Context: an optimization exercise on an open-source flow, tuned for small area, a short achievable clock period and few clock cycles per item. The choices shown serve that exercise and are no tape-out recipe.
Where RTL was checked, it was by simulation tests only, not by an equivalence proof against the original.
Power and IR drop assume default switching activity.

## before
// de1soc_top
module de1soc_top (
    input  logic        clock,
    input  logic        reset,
    input  logic [31:0] in_data,
    input  logic        in_valid,
    output logic        upstream_stall,
    output logic [31:0] out_data,
    output logic        out_valid,
    input  logic        downstream_stall
);
    localparam int CH = 10;
    logic        b_v;        
    logic        b_soft;     
    logic        b_last;
    logic        b_first;    
    logic        b_stepn;    
    logic        b_wt;       
    logic [17:0] b_s;
    logic [4:0]  b_idx;      
    logic        nf;         
    logic        take, take_s, wt;
    logic        rdy;        
    assign take   = in_valid && rdy && !reset;
    assign take_s = take && !in_data[31];
    assign wt     = nf || (b_idx <= 5'd26);      
    always_ff @(posedge clock) begin
        b_v     <= take_s;
        b_soft  <= take && in_data[31];
        b_last  <= in_data[30];
        b_first <= take_s && nf;
        b_stepn <= take_s && !nf && wt;
        b_wt    <= take_s && wt;
        b_s     <= in_data[17:0];
        if (reset) begin
            nf <= 1'b1;
        end else if (take) begin
            if (in_data[31]) begin
                nf <= 1'b1;
            end else begin
                nf    <= in_data[30];
                b_idx <= nf ? 5'd0 : (b_idx == 5'd28 ? 5'd28 : b_idx + 5'd1);
            end
        end
    end
    logic rst_q;
    always_ff @(posedge clock) rst_q <= reset;
    logic [22:0] p;          
    logic [25:0] v;          
    always_ff @(posedge clock) begin
        p <= (b_first ? 23'd0 : p) + (b_wt ? {{5{b_s[17]}}, b_s} : 23'd0);
        v <= (b_first ? 26'd0 : v) + (b_stepn ? {{3{p[22]}}, p} : 26'd0);
    end
    logic        full;       
    logic        busy;       
    logic        seq;        
    logic [3:0]  slot;       
    logic        comp;
    logic        xfer, xfer_d;
    assign comp = b_v && b_last;
    assign xfer = (comp || full) && !busy;
    always_ff @(posedge clock) begin
        if (reset || b_soft) full <= 1'b0;
        else if (xfer)       full <= 1'b0;
  ...
Settings: LEC_CHECK=0, CAP_MARGIN=20, CORE_MARGIN=2, CORE_UTILIZATION=40, CTS_CLUSTER_DIAMETER=70, CTS_CLUSTER_SIZE=25, SLEW_MARGIN=20; clock period 16.0 ns.
standard.sh (not shown) runs the stock make flow with config.mk's settings and CLKGATE_MAP_FILE= SYNTH_SCRIPT=/design/flow/synth_recipe.tcl, a recipe that flattens the netlist after the stock synthesis.
==> flow/flow/run.sh <==
#!/bin/bash
# The standard layout (standard.sh), except that timing repair aims for
# 11.7 ns of setup slack on the 16 ns clock (paths of about 4.3 ns) instead of 0,
# and the port buffers are buf_4 cells rather than the flow's default pick.
# The make output goes to flow_make.log; ORFS keeps each step's log under
# orfs/logs/.
set -euo pipefail
bash standard.sh SETUP_SLACK_MARGIN=11.7 'BUFFER_PORTS_ARGS=-buffer_cell sky130_fd_sc_hd__buf_4' finish > flow_make.log 2>&1
Testbench counts of before, summed over its fixed seeds: cycles 14,504, frames 512.
[inputs] after vs before
diff --git a/flow/design.v b/flow/design.v
--- a/flow/design.v
+++ b/flow/design.v
@@ -439,15 +439,15 @@
     end
     logic [3:0]  och;        
     logic        oload;
     logic        ordy;       
     logic [17:0] cur;
     logic        o_last;
     logic [17:0] o_val;
-    logic        o_sgn;
+    logic        o_sgn, o_sgz;
     logic        ovn;        
     assign oload = ovn || !downstream_stall;
     logic [3:0]  wcnt;       
     logic [3:0]  opos;       
     always_comb begin
         opos = '0;
         for (int c = 0; c < 10; c++) if (och == 4'(c)) opos = 4'(pos_of(c));
@@ -482,16 +482,19 @@
         if (oload) begin
             o_val  <= cur;
             o_last <= (och == 4'd9);
         end
         if (oload && ordy) begin
             o_sgn  <= cur[17];
         end
+        if (oload) begin
+            o_sgz  <= ordy && cur[17];
+        end
     end
-    assign out_data = {1'b0, o_last, {6{o_val[17]}}, {6{o_sgn}}, o_val};
+    assign out_data = {1'b0, o_last, {4{o_val[17]}}, {4{o_sgn}}, {4{o_sgz}}, o_val};
     logic full_n;
     assign full_n = !reset && !b_soft && !xfer && (comp || full);
     logic stall_n;
     assign stall_n = full_n || ((busy || xfer) && !reset && take_s && in_data[30]);
     always_ff @(posedge clock) begin
         upstream_stall <= stall_n;
         rdy            <= !stall_n;
## What came out
Between after and before, the difference in x dimension of the die is negligible. The higher portion of total power attributed to the clock network came out of after. Setup slack in after vs before: up 0.010 ns. Against before, after comes in 0.37 points higher on growth of design area from synthesis to finish. There was hardly any difference in combinational power between before and after. The count of placed standard cells in the final layout, fillers left out of before and that of after are within noise of each other. On post-synthesis net count, after and before are neck and neck. Compared with before, in after routed via count divided by cell count level; register share of total power moved down; total standard cell area after synthesis level; wire length moved down; part of the cycle the worst path needs level. after: post-CTS setup buffer count 1 below before. The finished layout cell area of after exceeds that of before by 0.36%.
Function not checked in after: the RTL went through the layout flow alone.

========
de1soc_top, a different RTL version from the one above (not shown whole).
Size: roughly 740 flip-flops.
export LEC_CHECK = 0
export CAP_MARGIN = 20
export CORE_MARGIN = 2
export CORE_UTILIZATION = 40
export CTS_CLUSTER_DIAMETER = 70
export CTS_CLUSTER_SIZE = 25
export SLEW_MARGIN = 20
create_clock -name core_clock -period 16.0 [get_ports {clock}]
Scripts as last shown in full above: flow/flow/run.sh
Testbench counts at the start, summed over its fixed seeds: cycles 14,504, frames 512.
Next try:
--- a/flow/design.v
+++ b/flow/design.v
@@ -236,34 +236,41 @@
     logic        b_wt;       
     logic [17:0] b_s;
     logic [4:0]  b_idx;      
     logic        nf;         
     logic        take, take_s, wt;
     logic        rdy;        
     assign take   = in_valid && rdy && !reset;
     assign take_s = take && !in_data[31];
     assign wt     = nf || (b_idx <= 5'd26);      
+    logic [4:0]    nidx;
+    logic [CH-1:0] b_wrap;
+    assign nidx = nf ? 5'd0 : (b_idx == 5'd28 ? 5'd28 : b_idx + 5'd1);
+    for (genvar c = 0; c < CH; c++) begin : g_wf
+        localparam logic [31:0] wset = wrap_set(c);
+        always_ff @(posedge clock) b_wrap[c] <= take_s && wset[nidx];
+    end
     always_ff @(posedge clock) begin
         b_v     <= take_s;
         b_soft  <= take && in_data[31];
         b_last  <= in_data[30];
         b_first <= take_s && nf;
         b_stepn <= take_s && !nf && wt;
         b_wt    <= take_s && wt;
         b_s     <= in_data[17:0];
         if (reset) begin
             nf <= 1'b1;
         end else if (take) begin
             if (in_data[31]) begin
                 nf <= 1'b1;
             end else begin
                 nf    <= in_data[30];
-                b_idx <= nf ? 5'd0 : (b_idx == 5'd28 ? 5'd28 : b_idx + 5'd1);
+                b_idx <= nidx;
             end
         end
     end
     logic rst_q;
     always_ff @(posedge clock) rst_q <= reset;
     logic [22:0] p;          
     logic [25:0] v;          
     always_ff @(posedge clock) begin
         p <= (b_first ? 23'd0 : p) + (b_wt ? {{5{b_s[17]}}, b_s} : 23'd0);
@@ -311,24 +318,23 @@
     function automatic logic [4:0] weight_of(input int c, input int i);
         int r;
         r = (7 * c + 3 * i) % 31 - 15;
         weight_of = r[4:0];
     endfunction
     localparam int QW = 29;              
     logic [CH*QW-1:0] qv;
     for (genvar c = 0; c < CH; c++) begin : g_ch
         localparam int pos = pos_of(c);
-        localparam logic [31:0] wset = wrap_set(c);
         logic        wrap, rd, clr;
         logic [24:0] q, addend, sum;
         logic [25:0] rc;
         logic [3:0]  pc;             
-        assign wrap = b_v && wset[b_idx];
+        assign wrap = b_wrap[c];
         assign rd   = seq && (slot == 4'(pos));
         assign clr  = rst_q || rd || (b_soft && !(seq && slot < 4'(pos)));
         assign addend = wrap ? {{2{p[22]}}, p} : 25'd0;
         assign rc[0] = 1'b0;
         for (genvar k = 0; k < 25; k++) begin : g_rc
             wire ci = (k % 5 == 0 && k > 0) ? pc[k/5-1] : rc[k];
             assign sum[k]  = q[k] ^ addend[k] ^ ci;
             assign rc[k+1] = (q[k] & addend[k]) | (q[k] & ci) | (addend[k] & ci);
         end
Outcome: The changed run finished with timing, DRC and antenna clean; utilization came out higher by 0.27 points; global-route usage came out higher by 0.79 points; power came out higher by 1.4%; die area barely changes; cell area came out higher by 0.77%; first-iteration DRC count came out higher by 29%; sequential share of layout area came out higher by 0.14 points; via count came out higher by 1.8%; synthesized area barely changes; fmax hardly moves; hold slack degrades by 0.0062 ns; worst setup slack degrades by 0.0031 ns.
Function not checked in the second run of this note: the RTL went through the layout flow alone.

==> what the ideal ports hide <==
No port has a modelled driver above. Below, the same layouts with a new extraction and two added sets of constraints.
Step 1: set_driving_cell puts a clkbuf_16 on clock and a buf_2 on each other input, an assumption about the parent block.
Step 2 also shifts input and output timing later by t, the mid clock arrival at the registers, as if the neighbouring blocks saw the same clock.
Three values: ideal ports, drivers, drivers and shift; two values: the first two.
| run | t (ns) | slack for setup (ns) | latest minus earliest clock arrival (ns) | worst register clock-pin slew, ns |
|---|---|---|---|---|
| before | 0.680 | 11.539 / 11.473 / 11.233 | 0.050 / 0.050 | 0.11 / 0.11 |
| after | 0.688 | 11.550 / 11.484 / 11.274 | 0.044 / 0.045 | 0.10 / 0.10 |
| the first run of note 2 | 0.669 | 11.486 / 11.413 / 11.211 | 0.036 / 0.036 | 0.10 / 0.10 |
| the second run of note 2 | 0.693 | 11.483 / 11.419 / 11.224 | 0.066 / 0.066 | 0.10 / 0.10 |
After both steps setup and hold are still met in every run listed. For before, which loses most, drivers alone change the setup slack by -0.066 ns; drivers and shift together by -0.306 ns.
